What follows belongs to an exercise in optimizing a design on an open flow for small area, a short achievable clock period and few clock cycles per item; a production flow would make more cautious choices. At most, simulation tests tie the RTL to the original design; equivalence was not proved. Power is estimated from default activity; no workload was simulated.

## JK
==> flow/design.v <==
package kmp_pkg;
  localparam int MAX_PATTERN = 64;
  localparam int MAX_TEXT    = 65536;
  localparam int PAT_AW = $clog2(MAX_PATTERN);
  localparam int LEN_W  = $clog2(MAX_PATTERN + 1);
  localparam int TP_W   = $clog2(MAX_TEXT + 1);
  localparam int CHAR_W = 8;
  localparam int REQ_W  = 2;
  localparam int STAT_W = 3;
  localparam int POS_W  = 16;
  localparam int CNT_W  = 7;
  localparam logic [REQ_W-1:0] REQ_APPEND = 2'd0;
  localparam logic [REQ_W-1:0] REQ_TEXT   = 2'd1;
  localparam logic [REQ_W-1:0] REQ_START  = 2'd2;
  localparam logic [REQ_W-1:0] REQ_CLEAR  = 2'd3;
  localparam logic [STAT_W-1:0] ST_ACCEPT    = 3'd0;
  localparam logic [STAT_W-1:0] ST_NO_MATCH  = 3'd1;
  localparam logic [STAT_W-1:0] ST_MATCH     = 3'd2;
  localparam logic [STAT_W-1:0] ST_NOT_FOUND = 3'd3;
  localparam logic [STAT_W-1:0] ST_ERROR     = 3'd4;
  typedef struct packed {
    logic              pat_we;
    logic [PAT_AW-1:0] pat_waddr;
    logic [CHAR_W-1:0] pat_wdata;
    logic [PAT_AW-1:0] pat_raddr;
    logic              fail_we;
    logic [PAT_AW-1:0] fail_waddr;
    logic [PAT_AW-1:0] fail_wdata;
    logic [PAT_AW-1:0] fail_raddr;
  } mem_req_t;
  typedef struct packed {
    logic              valid;
    logic [STAT_W-1:0] status;
    logic [POS_W-1:0]  position;
    logic [CNT_W-1:0]  count;
  } res_t;
endpackage
module kmp_substring_search_core (
  input  logic                          clk_i,
  input  logic                          rst_ni,
  input  logic                          in_valid_i,
  output logic                          in_ready_o,
  input  logic [kmp_pkg::REQ_W-1:0]     req_type_i,
  input  logic [kmp_pkg::CHAR_W-1:0]    char_value_i,
  input  logic                          last_text_i,
  output logic                          out_valid_o,
  input  logic                          out_ready_i,
  output logic [kmp_pkg::STAT_W-1:0]    status_o,
  output logic [kmp_pkg::POS_W-1:0]     match_position_o,
  output logic [kmp_pkg::CNT_W-1:0]     pattern_count_o
);
  localparam int NP = kmp_pkg::MAX_PATTERN;
  logic o_v_q;
  logic hold, adv;
  logic sk_empty_q, sk_empty_d;
  logic rdy_q;
  logic xfer;
  assign hold = o_v_q & ~out_ready_i;
  assign adv  = ~hold;
  assign xfer = in_valid_i & sk_empty_q;
  assign sk_empty_d = adv | (sk_empty_q & ~in_valid_i);
  always_ff @(posedge clk_i) rdy_q <= sk_empty_d;
  assign in_ready_o = rdy_q;
  logic       a_v_q;
  logic [1:0] a_t_q;
  logic [7:0] a_c_q;
  logic       a_l_q;
  logic [1:0] s_t_q;
  logic [7:0] s_c_q;
  logic       s_l_q;
  always_ff @(posedge clk_i or negedge rst_ni) begin
    if (!rst_ni) begin
      a_v_q      <= 1'b0;
      sk_empty_q <= 1'b1;
    end else begin
      if (adv) a_v_q <= ~sk_empty_q | xfer;
      sk_empty_q <= sk_empty_d;
    end
  end
  always_ff @(posedge clk_i) begin
    if (adv) begin
      if (!sk_empty_q) begin
        a_t_q <= s_t_q;
        a_c_q <= s_c_q;
        a_l_q <= s_l_q;
      end else begin
        a_t_q <= req_type_i;
        a_c_q <= char_value_i;
        a_l_q <= last_text_i;
      end
    end
    if (sk_empty_q) begin
      s_t_q <= req_type_i;
      s_c_q <= char_value_i;
      s_l_q <= last_text_i;
    end
  end
  logic [7:0]    q_q [NP];
  logic [NP-1:0] e_q;
  logic [6:0]    len_q;
  logic [NP-1:0] inj;       
  logic [NP-1:0] eq;
  logic [NP-1:0] e_nxt;
  logic          b_go, b_shift, b_txt, b_start, full, hit;
  assign full    = len_q[6];
  assign b_go    = a_v_q & adv;
  assign b_shift = b_go & (a_t_q == kmp_pkg::REQ_APPEND) & ~full;
  assign b_txt   = b_go & (a_t_q == kmp_pkg::REQ_TEXT);
  assign b_start = b_go & (a_t_q == kmp_pkg::REQ_START);
  always_comb begin
    for (int j = 0; j < NP - 1; j++) inj[j] = (len_q[5:0] == 6'(j + 1));
    inj[NP-1] = full;
    for (int j = 0; j < NP; j++) eq[j] = (q_q[j] == a_c_q);
    e_nxt = ({1'b0, e_q[NP-1:1]} | inj) & eq;
  end
  assign hit = e_nxt[0];
  always_ff @(posedge clk_i) begin
    if (b_shift) begin
      q_q[0] <= a_c_q;
      for (int j = 1; j < NP; j++) q_q[j] <= q_q[j-1];
    end
    if (b_start) e_q <= '0;
    else if (b_txt) e_q <= e_nxt;
    else if (b_shift) e_q <= {e_q[NP-2:0], 1'b0};
  end
  always_ff @(posedge clk_i or negedge rst_ni) begin
    if (!rst_ni) begin
      len_q <= '0;
    end else if (b_go && a_t_q == kmp_pkg::REQ_CLEAR) begin
      len_q <= '0;
    end else if (b_shift) begin
      len_q <= len_q + 7'd1;
    end
  end
  logic       c_v_q;
  logic [1:0] c_t_q;
  logic       c_l_q;
  logic       c_hit_q;
  logic       c_err_q;      
  logic [6:0] c_cnt_q;
  always_ff @(posedge clk_i or negedge rst_ni) begin
    if (!rst_ni) c_v_q <= 1'b0;
    else if (adv) c_v_q <= a_v_q;
  end
  always_ff @(posedge clk_i) begin
    if (adv) begin
      c_t_q   <= a_t_q;
      c_l_q   <= a_l_q;
      c_hit_q <= hit;
      c_err_q <= full;
      c_cnt_q <= (a_t_q == kmp_pkg::REQ_CLEAR) ? 7'd0 :
                 (a_t_q == kmp_pkg::REQ_APPEND && !full) ? len_q + 7'd1 : len_q;
    end
  end
  logic [16:0] tp_q;        
  logic        found_q;
  logic        fz_q;
  logic [6:0]  lf1_q;
  logic        c_go;
  logic [16:0] tp_inc;
  logic [15:0] sub;
  logic        cnt_zero;
  assign c_go     = c_v_q & adv;
  assign tp_inc   = tp_q + 17'd1;
  assign sub      = tp_q[15:0] - {9'd0, found_q ? lf1_q : c_cnt_q};
  assign cnt_zero = (c_cnt_q == '0);
  logic [2:0]  st;
  logic [15:0] pos;
  logic        f_set, f_clr, t_inc;
  always_comb begin
    st    = kmp_pkg::ST_ACCEPT;
    pos   = '0;
    f_set = 1'b0;
    f_clr = 1'b0;
    t_inc = 1'b0;
    unique case (c_t_q)
      kmp_pkg::REQ_APPEND: if (c_err_q) st = kmp_pkg::ST_ERROR;
      kmp_pkg::REQ_TEXT: begin
        if (found_q) begin
          st  = kmp_pkg::ST_MATCH;
          pos = fz_q ? 16'd0 : sub;
        end else if (cnt_zero) begin
          st    = kmp_pkg::ST_MATCH;
          f_set = 1'b1;
        end else if (tp_q[16] && tp_q[0]) begin    
          st = kmp_pkg::ST_ERROR;
        end else begin
          t_inc = 1'b1;
          if (c_hit_q) begin
            st    = kmp_pkg::ST_MATCH;
            pos   = sub;
            f_set = 1'b1;
          end else begin
            st = c_l_q ? kmp_pkg::ST_NOT_FOUND : kmp_pkg::ST_NO_MATCH;
          end
        end
      end
      kmp_pkg::REQ_START: f_clr = 1'b1;
      default: ;
    endcase
  end
  always_ff @(posedge clk_i or negedge rst_ni) begin
    if (!rst_ni) begin
      tp_q    <= 17'd1;
      found_q <= 1'b0;
    end else if (c_go) begin
      if (f_clr) begin
        tp_q    <= 17'd1;
        found_q <= 1'b0;
      end else begin
        if (t_inc) tp_q <= tp_inc;
        if (f_set) found_q <= 1'b1;
      end
    end
  end
  always_ff @(posedge clk_i) begin
    if (c_go && f_set) begin
      fz_q  <= cnt_zero;
      lf1_q <= c_cnt_q + 7'd1;
    end
  end
  logic [2:0]  o_st_q;
  logic [15:0] o_pos_q;
  logic [6:0]  o_cnt_q;
  always_ff @(posedge clk_i or negedge rst_ni) begin
    if (!rst_ni) o_v_q <= 1'b0;
    else if (adv) o_v_q <= c_v_q;
  end
  always_ff @(posedge clk_i) begin
    if (adv) begin
      o_st_q  <= st;
      o_pos_q <= pos;
      o_cnt_q <= c_cnt_q;
    end
  end
  assign out_valid_o      = o_v_q;
  assign status_o         = o_st_q;
  assign match_position_o = o_pos_q;
  assign pattern_count_o  = o_cnt_q;
endmodule
Settings: LEC_CHECK=0, ABC_CLOCK_PERIOD_IN_PS=2500, CAP_MARGIN=20, CORE_MARGIN=2, CORE_UTILIZATION=40, CTS_BUF_LIST=sky130_fd_sc_hd__clkbuf_16, CTS_CLUSTER_DIAMETER=100, CTS_CLUSTER_SIZE=30, SETUP_SLACK_MARGIN=3.8, SLEW_MARGIN=20; clock period 6.0 ns.
run.sh (not shown) runs the stock make flow with config.mk's settings and CLKGATE_MAP_FILE= SYNTH_SCRIPT=/design/flow/synth_recipe.tcl, a recipe that flattens the netlist after the stock synthesis.
Edits applied to the flow inputs when going from JK to MS:
--- a/flow/design.v
+++ b/flow/design.v
@@ -55,13 +55,16 @@
   logic sk_empty_q, sk_empty_d;
   logic rdy_q;
   logic xfer;
   assign hold = o_v_q & ~out_ready_i;
   assign adv  = ~hold;
-  assign xfer = in_valid_i & sk_empty_q;
-  assign sk_empty_d = adv | (sk_empty_q & ~in_valid_i);
-  always_ff @(posedge clk_i) rdy_q <= sk_empty_d;
+  assign xfer = in_valid_i & rdy_q;
+  assign sk_empty_d = adv | (sk_empty_q & ~xfer);
+  always_ff @(posedge clk_i or negedge rst_ni) begin
+    if (!rst_ni) rdy_q <= 1'b0;
+    else         rdy_q <= sk_empty_d;
+  end
   assign in_ready_o = rdy_q;
   logic       a_v_q;
   logic [1:0] a_t_q;
   logic [7:0] a_c_q;
   logic       a_l_q;
@@ -100,24 +103,30 @@
   logic [6:0]    len_q;
   logic [NP-1:0] inj;       
   logic [NP-1:0] eq;
   logic [NP-1:0] e_nxt;
   logic          b_go, b_shift, b_txt, b_start, full, hit;
+  logic          q_shift, qdone_q;
   assign full    = len_q[6];
   assign b_go    = a_v_q & adv;
   assign b_shift = b_go & (a_t_q == kmp_pkg::REQ_APPEND) & ~full;
+  assign q_shift = a_v_q & (a_t_q == kmp_pkg::REQ_APPEND) & ~full & ~qdone_q;
+  always_ff @(posedge clk_i or negedge rst_ni) begin
+    if (!rst_ni) qdone_q <= 1'b0;
+    else         qdone_q <= hold & (qdone_q | q_shift);
+  end
   assign b_txt   = b_go & (a_t_q == kmp_pkg::REQ_TEXT);
   assign b_start = b_go & (a_t_q == kmp_pkg::REQ_START);
   always_comb begin
     for (int j = 0; j < NP - 1; j++) inj[j] = (len_q[5:0] == 6'(j + 1));
     inj[NP-1] = full;
     for (int j = 0; j < NP; j++) eq[j] = (q_q[j] == a_c_q);
     e_nxt = ({1'b0, e_q[NP-1:1]} | inj) & eq;
   end
   assign hit = e_nxt[0];
   always_ff @(posedge clk_i) begin
-    if (b_shift) begin
+    if (q_shift) begin
       q_q[0] <= a_c_q;
       for (int j = 1; j < NP; j++) q_q[j] <= q_q[j-1];
     end
     if (b_start) e_q <= '0;
     else if (b_txt) e_q <= e_nxt;
@@ -152,19 +161,18 @@
                  (a_t_q == kmp_pkg::REQ_APPEND && !full) ? len_q + 7'd1 : len_q;
     end
   end
   logic [16:0] tp_q;        
   logic        found_q;
-  logic        fz_q;
-  logic [6:0]  lf1_q;
+  logic [15:0] fpos_q;
   logic        c_go;
   logic [16:0] tp_inc;
-  logic [15:0] sub;
+  logic [15:0] hit_pos;
   logic        cnt_zero;
   assign c_go     = c_v_q & adv;
   assign tp_inc   = tp_q + 17'd1;
-  assign sub      = tp_q[15:0] - {9'd0, found_q ? lf1_q : c_cnt_q};
+  assign hit_pos  = tp_q[15:0] - {9'd0, c_cnt_q};
   assign cnt_zero = (c_cnt_q == '0);
   logic [2:0]  st;
   logic [15:0] pos;
   logic        f_set, f_clr, t_inc;
   always_comb begin
@@ -176,21 +184,21 @@
     unique case (c_t_q)
       kmp_pkg::REQ_APPEND: if (c_err_q) st = kmp_pkg::ST_ERROR;
       kmp_pkg::REQ_TEXT: begin
         if (found_q) begin
           st  = kmp_pkg::ST_MATCH;
-          pos = fz_q ? 16'd0 : sub;
+          pos = fpos_q;
         end else if (cnt_zero) begin
           st    = kmp_pkg::ST_MATCH;
           f_set = 1'b1;
         end else if (tp_q[16] && tp_q[0]) begin    
           st = kmp_pkg::ST_ERROR;
         end else begin
           t_inc = 1'b1;
           if (c_hit_q) begin
             st    = kmp_pkg::ST_MATCH;
-            pos   = sub;
+            pos   = hit_pos;
             f_set = 1'b1;
           end else begin
             st = c_l_q ? kmp_pkg::ST_NOT_FOUND : kmp_pkg::ST_NO_MATCH;
           end
         end
@@ -212,14 +220,11 @@
         if (f_set) found_q <= 1'b1;
       end
     end
   end
   always_ff @(posedge clk_i) begin
-    if (c_go && f_set) begin
-      fz_q  <= cnt_zero;
-      lf1_q <= c_cnt_q + 7'd1;
-    end
+    if (c_go && f_set) fpos_q <= pos;
   end
   logic [2:0]  o_st_q;
   logic [15:0] o_pos_q;
   logic [6:0]  o_cnt_q;
   always_ff @(posedge clk_i or negedge rst_ni) begin
STATUS hold slack: MS wins against JK. On count of plain and timing-repair buffers: between MS and JK, it ends up higher for MS. Compared with JK, MS shows a higher met2 routed wirelength. MS vs. JK: total of fill cells in the finished design went up by 40. JK completed; timing, DRC and antenna clean. MS did not stop at any stage, and its layout met the timing, DRC and antenna checks. Combinational share of power was higher in the run labelled MS.
Testbench counts of MS, summed over its fixed seeds: cycles 21,147, items 21,123.
For JK, only the layout was checked, not whether the RTL still works.

==> re-timing with driven ports <==
No port has a modelled driver above. Below, the same layouts with a new extraction and two added sets of constraints. Step 1 sets driving cells, clkbuf_16 on the clock port and buf_2 on the other inputs (assumed; they add their load-dependent delay and slew). Step 2 moves the port delays by t, midway between the first and last clock arrival at a register: inputs arrive t later, outputs are due t later. That takes back most of the time a late clock gives input paths. Slacks: ideal ports / drivers / drivers and shift; pairs: ideal ports / drivers.
| run | shift t [ns] | setup WS [ns] | latest minus earliest clock arrival (ns) |
|---|---|---|---|
| JK | 0.668 | 3.496 / 3.496 / 3.073 | 0.030 / 0.030 |
| MS | 0.673 | 3.548 / 3.486 / 3.183 | 0.034 / 0.034 |
After both steps setup and hold are still met in every run listed. The setup slack of JK, which loses most, moves by 0.000 ns with the drivers and by -0.423 ns with both steps.
